Source: an optimization exercise on an open RTL-to-GDS flow (aim: small area and a short achievable clock period). Production flows keep margins and buffers that such runs may drop. Only simulation tests tie the RTL to the original design; equivalence was not proved. Power figures rest on the tool's default switching activity, not on a simulated workload.

===== design/flow/config.mk =====
export PLATFORM = sky130hd
export DESIGN_NAME = sp_ram_be
export DESIGN_NICKNAME = sp_ram_be
export VERILOG_FILES = /design/flow/design.v
export SDC_FILE = /design/flow/constraint.sdc
export NUM_CORES = 4
export LEC_CHECK = 0
export CAP_MARGIN = 20
export CORE_MARGIN = 2
export CORE_UTILIZATION = 40
export SLEW_MARGIN = 20

===== design/flow/constraint.sdc =====
create_clock -name core_clock -period 4.0 [get_ports {clk}]
set_input_delay 0.8000 -clock core_clock [delete_from_list [all_inputs] [get_ports {clk}]]
set_output_delay 0.8000 -clock core_clock [all_outputs]
set_load 0.01 [all_outputs]

===== design/flow/design.v =====
package ram_pkg;
    localparam WM_WRITE_FIRST = "write_first";
    localparam WM_READ_FIRST  = "read_first";
    localparam WM_NO_CHANGE   = "no_change";
    localparam int unsigned LATENCY_MIN = 1;
    localparam int unsigned LATENCY_MAX = 3;
    function automatic integer num_lanes(input integer dw, input integer bw);
        num_lanes = dw / bw;
    endfunction
endpackage
module ram_rd_pipe #(
    parameter int unsigned WIDTH  = 32,
    parameter int unsigned STAGES = 1
) (
    input  logic             clk,
    input  logic             rst,
    input  logic             in_valid,
    input  logic [WIDTH-1:0] in_data,
    output logic             out_valid,
    output logic [WIDTH-1:0] out_data
);
    logic [STAGES-1:0] v;
    logic [WIDTH-1:0]  d [STAGES];
    always_ff @(posedge clk) begin
        if (rst) begin
            v <= '0;
            for (int unsigned i = 0; i < STAGES; i++) d[i] <= '0;
        end else begin
            v[0] <= in_valid;
            if (in_valid) d[0] <= in_data;
            for (int unsigned i = 1; i < STAGES; i++) begin
                v[i] <= v[i-1];
                if (v[i-1]) d[i] <= d[i-1];
            end
        end
    end
    assign out_valid = v[STAGES-1];
    assign out_data  = d[STAGES-1];
endmodule
module sp_ram_be #(
    parameter int unsigned DATA_WIDTH = 32,
    parameter int unsigned BYTE_WIDTH = 8,
    parameter int unsigned DEPTH      = 128,
    parameter int unsigned LATENCY    = 2,
    parameter              WRITE_MODE = "write_first",
    localparam int unsigned LANES     = ram_pkg::num_lanes(DATA_WIDTH, BYTE_WIDTH),
    localparam int unsigned AW        = $clog2(DEPTH)
) (
    input  logic                  clk,
    input  logic                  rst,
    input  logic                  en,
    input  logic [LANES-1:0]      we,
    input  logic [AW-1:0]         addr,
    input  logic [DATA_WIDTH-1:0] din,
    output logic [DATA_WIDTH-1:0] dout,
    output logic                  rvalid
);
    localparam bit IS_READ_FIRST = (WRITE_MODE == ram_pkg::WM_READ_FIRST);
    localparam bit IS_NO_CHANGE  = (WRITE_MODE == ram_pkg::WM_NO_CHANGE);
    if (LATENCY < ram_pkg::LATENCY_MIN || LATENCY > ram_pkg::LATENCY_MAX) begin : g_bad_latency
        $error("sp_ram_be: LATENCY %0d outside legal range", LATENCY);
    end
    if (DATA_WIDTH % BYTE_WIDTH != 0) begin : g_bad_lanes
        $error("sp_ram_be: DATA_WIDTH not a multiple of BYTE_WIDTH");
    end
    if (WRITE_MODE != ram_pkg::WM_WRITE_FIRST && !IS_READ_FIRST && !IS_NO_CHANGE) begin : g_bad_mode
        $error("sp_ram_be: unknown WRITE_MODE");
    end
    logic [DATA_WIDTH-1:0] mem [DEPTH];
    logic                  in_range;
    logic [DATA_WIDTH-1:0] old_word;
    logic [DATA_WIDTH-1:0] merged;
    logic [DATA_WIDTH-1:0] capture;
    logic                  is_read;
    logic                  s1_v;
    logic [DATA_WIDTH-1:0] s1_d;
    if (DEPTH == (2 ** AW)) begin : g_pow2
        assign in_range = 1'b1;
    end else begin : g_npow2
        assign in_range = (addr < AW'(DEPTH));
    end
    always_comb begin
        old_word = in_range ? mem[addr] : '0;
        merged   = old_word;
        for (int unsigned i = 0; i < LANES; i++) begin
            if (we[i]) merged[i*BYTE_WIDTH +: BYTE_WIDTH] = din[i*BYTE_WIDTH +: BYTE_WIDTH];
        end
        if (!in_range)          capture = '0;
        else if (IS_READ_FIRST) capture = old_word;
        else                    capture = merged;
        is_read = en && (!(|we) || !IS_NO_CHANGE);
    end
    always_ff @(posedge clk) begin
        if (!rst && en && in_range) begin
            for (int unsigned i = 0; i < LANES; i++) begin
                if (we[i]) mem[addr][i*BYTE_WIDTH +: BYTE_WIDTH] <= din[i*BYTE_WIDTH +: BYTE_WIDTH];
            end
        end
    end
    always_ff @(posedge clk) begin
        if (rst) begin
            s1_v <= 1'b0;
            s1_d <= '0;
        end else begin
            s1_v <= is_read;
            if (is_read) s1_d <= capture;
        end
    end
    if (LATENCY == 1) begin : g_lat1
        assign dout   = s1_d;
        assign rvalid = s1_v;
    end else begin : g_latn
        ram_rd_pipe #(
            .WIDTH  (DATA_WIDTH),
            .STAGES (LATENCY - 1)
        ) u_pipe (
            .clk       (clk),
            .rst       (rst),
            .in_valid  (s1_v),
            .in_data   (s1_d),
            .out_valid (rvalid),
            .out_data  (dout)
        );
    end
endmodule

===== design/flow/run.sh =====
#!/bin/bash
# synth_recipe.tcl (not shown) runs the flow's synth.tcl, then flattens the netlist and writes it again
# the make line also repeats each setting of config.mk as NAME=value (left out here)
make -C /OpenROAD-flow-scripts/flow DESIGN_CONFIG=/design/flow/config.mk WORK_HOME=/design/flow/orfs CLKGATE_MAP_FILE= SYNTH_SCRIPT=/design/flow/synth_recipe.tcl finish

==> impl_metrics.tcl, run 1 <==
set metrics [dict create \
    status "finished clean" \
    async_reset_ff_share_pct 0 \
    grt_overflow 0 \
    period_minus_slack_ns 3.28 \
    dpl_cell_area_um2 179000 \
    critical_path_required_ns 4.89 \
    cts_resized 0 \
    multi_input_area_um2 35100 \
    leakage_nw 62.9 \
    layout-drive-gt1-share_pct 25.2 \
    ctsHtreeMaxLevel 5 \
    cp_common_cell "buf_12" \
    peakVddDrop_mv 0.386 \
    p_per_area_nw_per_um2 486 \
    final_cell_mix "4,096 x edfxtp_1, 1,202 x buf_4, 726 x nor2_1" \
    period_share_pct 82.0 \
    fin_util_pct 47.5 \
    post_cts_buffers 0 \
    worstHoldStart "din[31]" \
    whs_path_depth 1 \
    synth-edff-count 4096 \
    worstSkewPairLatency_ns 1.01 \
    critical_path_class "input port to flop" \
    dieArea_um2 412000 \
    worst_pin_slew_ns 1.17 \
    cp_max_fo 41 \
    synth_area_um2 163000 \
    post-dp-hpwl_mm 366 \
    fin_nets 10400 \
    slowest_delay_ns 0.89 \
    numPortBuffers 78 \
    drtPass1Iterations 6 \
    final_area_um2 193000 \
    setup.worst_path.start_class "input port" \
    num_vias 100000 \
    setup_violations 0 \
    antenna_found_initial 40 \
    synth_area_per_cell_um2 17.6 \
    cts_buffer_depth 4 \
    drv_slew 0 \
    cts_tree "built" \
    place_congestion 0.940 \
    finalWirelength_mm 569 \
    rr_endpoint "s1_d[3]" \
    fillers 33800 \
    hold_path.class "input port to flop" \
    seq_area_um2 124000 \
    yosys_warnings 3 \
    skew_ns 0.0538 \
    core_um2 406000 \
    avgViaCountPerCell 6.19 \
    syn_inst 9252 \
    drv_cap 0 \
    drcViolationCount 0 \
    ys_ff_latch 4162 \
    mostFrequentLayoutCell "edfxtp_1" \
    grt_first_pass_wirelength_mm 782 \
    cts_buffers 417 \
    dr.first_iter.drc_count 15800 \
    die_h_um 642 \
    cts_hold_buf 0 \
    ys_seq_area_share_pct 76.4 \
    syn-num-nets 9298 \
    dp_slack_ns -0.372 \
    ff2ff_setup_slack_ns 1.24 \
    switchingPower_mw 21.1 \
    grt_pass1_vias 96600 \
    cts-root-buf "clkbuf_16" \
    fmax_ghz 0.305 \
    area_growth_pct 18.3 \
    clkSinkCount 4162 \
    initial_core_util_pct 40.1 \
    clk_pin_slew_ns 0.06 \
    synth_cell_types 83 \
    die_w_um 642 \
    rr_startpoint "mem[127][3]" \
    slowest_stage "a2111oi_0" \
    row_count 234 \
    tns_ns 0 \
    p_seq_share_pct 51.4 \
    p_comb_share_pct 6.4 \
    wl_per_cell_um 35.2 \
    crit_chain "buf_8, buf_12, nor2b_4, buf_12, a22oi_1, a31o_2, a2111oi_0, a211oi_1, buf_4, and3_1, o21ai_0" \
    swShare_pct 22.6 \
    whs_ns 0.297 \
    hold_path_end "mem[4][31]" \
    finalWorstSetupSlack_ns 0.720 \
    worst_ep_arrival_time_ns 4.17 \
    synth_ff_type "edfxtp_1" \
    intPower_mw 72.4 \
    ioPinCount 79 \
    ant_nets 0 \
    grt_max_degree 100 \
    relSlewSlack_pct 21.4 \
    clockPowerShare_pct 42.2 \
    rsz0062_at_grt "no" \
    grt_usage_pct 26.8 \
    cp-end-kind "flop" \
    hold_violations 0 \
    reg2reg_depth 7 \
]
[worst max-delay path: cells and delay by family]
| kind | cells | cell delay [ns] |
|---|---|---|
| AO/OA/AOI/OAI | 5 | 1.53 |
| buffers and inverters | 4 | 1.01 |
| AND/OR/NAND/NOR | 2 | 0.67 |
[power by group through the flow]
stage	logic, mW	registers [mW]	clock network (mW)
floorplan	2.46	48.9	0
global placement	5.76	49.0	0
detailed placement	5.81	49.0	0
CTS	5.83	48.1	39.7
global route	6.08	48.0	41.3
finish	5.98	48.1	39.5
[flip-flops by register name (all words and copies together), names as in the netlist]
| signal | count |
|---|---|
| g_latn.u_pipe.v | 1 |
| g_latn.u_pipe.d | 32 |
| s1_v | 1 |
| mem | 4096 |
| s1_d | 32 |
[worst max-delay path by stage]
stage	slack [ns]	to	start	depth (start not counted)
floorplan	0.68	mem[119][24]	en	8
global placement	-0.34	s1_d[6]	addr[5]	10
detailed placement	-0.37	s1_d[10]	addr[2]	10
CTS	0.70	s1_d[10]	addr[2]	10
global route	0.66	s1_d[30]	addr[2]	11
finish	0.72	s1_d[30]	addr[2]	11
[per-layer routing]
| layer | global-route usage, % | routed length (um) |
|---|---|---|
| met1 | 36.1 | 215000 |
| met2 | 41.0 | 256000 |
| met4 | 13.0 | 32100 |
| met3 | 6.19 | 65800 |
| met5 | 0 | 161 |
[cell type report]
| cell class | instances | area share, % |
|---|---|---|
| Antenna cell | 23 | 0.0299 |
| Clock buffer | 523 | 5.76 |
| Clock inverter | 241 | 1.34 |
| Inverter | 11 | 0.0364 |
| Multi-Input combinational cell | 4387 | 18.2 |
| Sequential cell | 4162 | 64.6 |
| Tap cell | 5428 | 3.53 |
| Timing Repair Buffer | 1401 | 6.53 |
[cells in the mapped netlist (18+ instances only)]
cell       instances  area, um^2
edfxtp_1        4096      123000
nor2_1           743        2790
mux2i_1          478        4780
mux2_2           451        5080
a221oi_1         399        3490
nand2_1          328        1230
clkbuf_1         268        1010
a22oi_1          267        2000
a21oi_1          245        1230
o21ai_0          240        1200
buf_2            219        1100
mux4_2           215        4840
a221o_1          163        1630
o2bb2ai_1        106         928
buf_4            102         766
o22ai_1           99         619
buf_1             70         263
dfxtp_1           66        1320
o221ai_1          54         473
a22o_1            48         420
o211ai_1          47         353
a211oi_1          46         345
nand3_1           44         220
a31oi_1           43         269
buf_6             33         372
a222oi_1          27         270
nor3_1            24         120
nand2b_1          22         138
o22a_1            22         193
a2111oi_0         20         175
nor4_1            19         119
nor2b_1           18         113
[stage by stage]
step                      std cells  total power [mW]
after floorplan                9252              51.4
after global placement        15400              54.7
after detailed placement      15400              54.8
after CTS                     16200              93.6
after global routing          16200              95.4
final                         16200              93.5
[cell families after synthesis]
group           Yosys count  share of synthesized area (%)
buf+inv                 703                           2.18
mux                    1146                           9.05
flops                  4162                           76.4
compound gates         1966                           9.12
simple gates           1275                           3.25
==> run 2, diff against run 1 <==
==> design/flow/design.v (replaced) <==
package ram_pkg;
    localparam WM_WRITE_FIRST = "write_first";
    localparam WM_READ_FIRST  = "read_first";
    localparam WM_NO_CHANGE   = "no_change";
    localparam int unsigned LATENCY_MIN = 1;
    localparam int unsigned LATENCY_MAX = 3;
    function automatic integer num_lanes(input integer dw, input integer bw);
        num_lanes = dw / bw;
    endfunction
endpackage
module ram_rd_pipe #(
    parameter int unsigned WIDTH  = 32,
    parameter int unsigned STAGES = 1
) (
    input  logic             clk,
    input  logic             rst,
    input  logic             in_valid,
    input  logic [WIDTH-1:0] in_data,
    output logic             out_valid,
    output logic [WIDTH-1:0] out_data
);
    logic [STAGES-1:0] v;
    logic [WIDTH-1:0]  d [STAGES];
    always_ff @(posedge clk) begin
        if (rst) begin
            v <= '0;
            for (int unsigned i = 0; i < STAGES; i++) d[i] <= '0;
        end else begin
            v[0] <= in_valid;
            if (in_valid) d[0] <= in_data;
            for (int unsigned i = 1; i < STAGES; i++) begin
                v[i] <= v[i-1];
                if (v[i-1]) d[i] <= d[i-1];
            end
        end
    end
    assign out_valid = v[STAGES-1];
    assign out_data  = d[STAGES-1];
endmodule
module sp_ram_be #(
    parameter int unsigned DATA_WIDTH = 32,
    parameter int unsigned BYTE_WIDTH = 8,
    parameter int unsigned DEPTH      = 128,
    parameter int unsigned LATENCY    = 2,
    parameter              WRITE_MODE = "write_first",
    localparam int unsigned LANES     = ram_pkg::num_lanes(DATA_WIDTH, BYTE_WIDTH),
    localparam int unsigned AW        = $clog2(DEPTH)
) (
    input  logic                  clk,
    input  logic                  rst,
    input  logic                  en,
    input  logic [LANES-1:0]      we,
    input  logic [AW-1:0]         addr,
    input  logic [DATA_WIDTH-1:0] din,
    output logic [DATA_WIDTH-1:0] dout,
    output logic                  rvalid
);
    logic [DATA_WIDTH-1:0] mem [DEPTH];
    always_ff @(posedge clk) begin
        if (!rst && en) begin
            for (int unsigned i = 0; i < LANES; i++) begin
                if (we[i]) mem[addr][i*BYTE_WIDTH +: BYTE_WIDTH] <= din[i*BYTE_WIDTH +: BYTE_WIDTH];
            end
        end
    end
    logic             a_v;
    logic [DEPTH-1:0] a_sel;
    always_ff @(posedge clk) begin
        a_v <= en && !rst;
        for (int unsigned w = 0; w < DEPTH; w++) a_sel[w] <= (addr == AW'(w));
    end
    logic [DATA_WIDTH-1:0] rd;
    always_comb begin
        rd = '0;
        for (int unsigned w = 0; w < DEPTH; w++) rd = rd | ({DATA_WIDTH{a_sel[w]}} & mem[w]);
    end
    always_ff @(posedge clk) begin
        if (rst) begin
            rvalid <= 1'b0;
            dout   <= '0;
        end else begin
            rvalid <= a_v;
            if (a_v) dout <= rd;
        end
    end
endmodule
==> run 2 against run 1 <==
- register-to-register slack got worse by 0.90 ns
- die area shrank 6.9%
- fmax decreased by 12%
- synthesized cell count decreased by 13%
- clock skew rose by 0.016 ns
- utilization rose by 0.29 points
- worst hold slack improved by 0.0025 ns
- largest power group unchanged
- wire length rose by 43%
==> impl_metrics.tcl, run 2 <==
set metrics [dict create \
    mostFrequentLayoutCell "edfxtp_1" \
    worstSkewPairLatency_ns 1.06 \
    grt_first_pass_wirelength_mm 1010 \
    ff2ff_setup_slack_ns 0.34 \
    fin_nets 9185 \
    num_vias 109000 \
    yosys_warnings 1 \
    final_cells 14600 \
    row_count 225 \
    avgViaCountPerCell 7.48 \
    largestRegisters "mem (4096), a_sel (128), dout (32)" \
    fmax_ghz 0.269 \
    worst_pin_slew_ns 1.40 \
    synth_cell_types 24 \
    m1WireLength_mm 257 \
    cp-end-kind "flop" \
    setup_violations 0 \
    yosys-top-cells-count "4,096 x edfxtp_1, 746 x a221oi_1, 746 x a22o_1" \
    post_cts_buffers 0 \
    async_reset_ff_share_pct 0 \
    dpl_cell_area_um2 165000 \
    hold_violations 0 \
    critical_path_required_ns 4.72 \
    area_growth_pct 18.7 \
    status "finished clean" \
    place_inst 13700 \
    path_buf_inv 2 \
    clk_pin_slew_ns 0.06 \
    worst_ep_arrival_time_ns 4.43 \
    ys_seq_area_share_pct 83.4 \
    period_share_pct 92.8 \
    cts_buffers 421 \
    drv_slew 0 \
    core_um2 376000 \
    cp-endpoint "mem[111][29]" \
    final_area_um2 180000 \
    period_minus_slack_ns 3.71 \
    antenna_found_initial 109 \
    worstHoldStart "din[28]" \
    synth-edff-count 4096 \
    cts_tree "built" \
    drv_cap 0 \
    dr.first_iter.drc_count 27000 \
    wl_per_cell_um 55.4 \
    grt_usage_pct 41.4 \
    ioPinCount 79 \
    rr_endpoint "dout[21]" \
    place_congestion 1.06 \
    largest_reg_flops 4096 \
    fin_util_pct 47.8 \
    max_flop_register "mem" \
    synth_area_um2 151000 \
    skew_ns 0.0697 \
    synth_area_leader_cell "edfxtp_1" \
    synth_area_per_cell_um2 18.7 \
    grt_overflow 0 \
    dieArea_um2 383000 \
    critPathTopFamily "simple AND/OR/NAND/NOR gates" \
    die_h_um 619 \
    reg2reg_depth 6 \
    routed-wl-met2_mm 321 \
    clkSinkCount 4258 \
    synth_ff_type "edfxtp_1" \
    rsz0062_at_grt "no" \
    grt_max_degree 129 \
    relSlewSlack_pct 6.52 \
    ant_nets 0 \
    syn-num-nets 8131 \
    finalWorstSetupSlack_ns 0.287 \
    slowest_delay_ns 1.07 \
    slowest_stage "nand2_1" \
    cts_resized 0 \
    die_w_um 619 \
    grt_pass1_vias 95400 \
    drtPass1Iterations 7 \
    drcViolationCount 0 \
    finalWirelength_mm 811 \
    post-dp-hpwl_mm 520 \
    whs_ns 0.299 \
    cts_hold_buf 0 \
    cp_max_fo 8 \
    initial_core_util_pct 40.3 \
    rr_startpoint "a_sel[61]" \
    cts_buffer_depth 4 \
    numPortBuffers 78 \
    layout-drive-gt1-share_pct 19.2 \
    peakVddDrop_mv 0.351 \
    top_layer "met5" \
    synth.most_common_cell "edfxtp_1" \
    crit_cells 6 \
    p_per_area_nw_per_um2 512 \
    ys_ff_latch 4258 \
    critical_path_class "input port to flop" \
    setup.worst_path.start_class "input port" \
    synth_top_area_share_pct 81.2 \
    dr_wl_met3_mm 152 \
    hold_path.class "input port to flop" \
    critPathLaunch "addr[3]" \
    cts-root-buf "clkbuf_16" \
    crit_chain "clkdlybuf4s50_1, nand2_1, nor2_1, nand2_1, nor2_1, buf_4" \
    final_cell_mix "4,096 x edfxtp_1, 972 x buf_4, 746 x a22o_1, 746 x a221oi_1, 554 x nor2_1" \
    synthTopCellsByArea "edfxtp_1 81%, a221oi_1 4.3%, a22o_1 4.3%" \
    fillers 31300 \
    dp_slack_ns -0.203 \
    ctsHtreeMaxLevel 5 \
    leakage_nw 58.3 \
    syn_inst 8085 \
]
==> run 2: cell count changes after synthesis, moves of 225 or more <==
cell	change
a22o_1	+698
a221oi_1	+347
nand4_1	+273
a22oi_1	+225
mux2_2	-451
mux2i_1	-478
a21oi_1	-245
o21ai_0	-240
==> run 2: power by group <==
group	total, mW	switching, mW	internal [mW]
sequential	49.1	0.193	48.9
combinational	2.19	1.77	0.427
clock	40.8	17.9	22.9
total	92.1	19.9	72.2
==> run 2: metal layers <==
metal	vias up	global-route usage, %
met5	-	0.593
met2	14500	55.2
met3	3572	21.8
met1	54900	49.2
li1	36400	-
met4	63	33.5
==> run 2: final cells by class <==
cell class / instances / area, um^2 / share of cell area [%]
clock inverters: 245 / 2520 / 1.40
inverters: 128 / 480 / 0.267
flip-flops and latches: 4258 / 127000 / 70.4
diodes: 139 / 348 / 0.194
repair buffers: 1095 / 9220 / 5.13
well taps: 4994 / 6250 / 3.48
clock buffers: 537 / 11400 / 6.33
multi-input cells: 3235 / 22900 / 12.8
==> run 2: how the worst min path moves through the flow <==
stage / to / slack (ns) / cells past startpoint
after floorplan: dout[0] / 0.50 / 2
after global placement: dout[28] / 0.50 / 2
after detailed placement: dout[29] / 0.49 / 2
after CTS: mem[42][28] / 0.27 / 1
after global routing: mem[42][22] / 0.32 / 1
final: mem[100][28] / 0.30 / 1
==> run 2: metrics by stage <==
stage                     TNS [ns]  total power [mW]
after floorplan                  0              50.3
after global placement      -38.93              52.0
after detailed placement    -16.26              52.0
after CTS                        0              91.5
after global routing             0              93.2
final                            0              92.1
==> run 2: logic make-up (layout without fill, tap and decap cells) <==
kind of cell | after synthesis | count (layout) | synth area share, %
AND/OR/NAND/NOR | 1187 | 1187 | 3.64
buffers and inverters | 592 | 2005 | 1.51
AO/OA/AOI/OAI | 2048 | 2048 | 11.5
flip-flops | 4258 | 4258 | 83.4
other | 0 | 139 | 0

port drivers added, routing unchanged:
No port has a modelled driver above. Below, the same layouts with a new extraction and two added sets of constraints. Step 1: set_driving_cell puts a clkbuf_16 on clk and a buf_2 on each other input, an assumption about the parent block. Step 2 adds t to the input delays and takes it off the output delays; t is the mean of the earliest and latest rising clock arrival at the registers after step 1. Input paths then give back, and output paths get back, about the clock's delay inside the block. a / b / c = no drivers / after step 1 / after step 2; a / b = the first two.
| run | shift t [ns] | setup WS [ns] | worst hold slack (ns) | latest minus earliest clock arrival (ns) |
|---|---|---|---|---|
| run 1 | 1.106 | 0.720 / 0.729 / -0.377 | 0.297 / 0.218 / 0.490 | 0.070 / 0.071 |
| run 2 | 1.143 | 0.287 / 0.343 / -0.760 | 0.299 / 0.198 / 0.498 | 0.091 / 0.090 |
With both steps, setup timing fails in run 1 and run 2, where it was met with ideal ports. For run 1, which loses most, drivers alone change the setup slack by +0.009 ns; drivers and shift together by -1.097 ns.
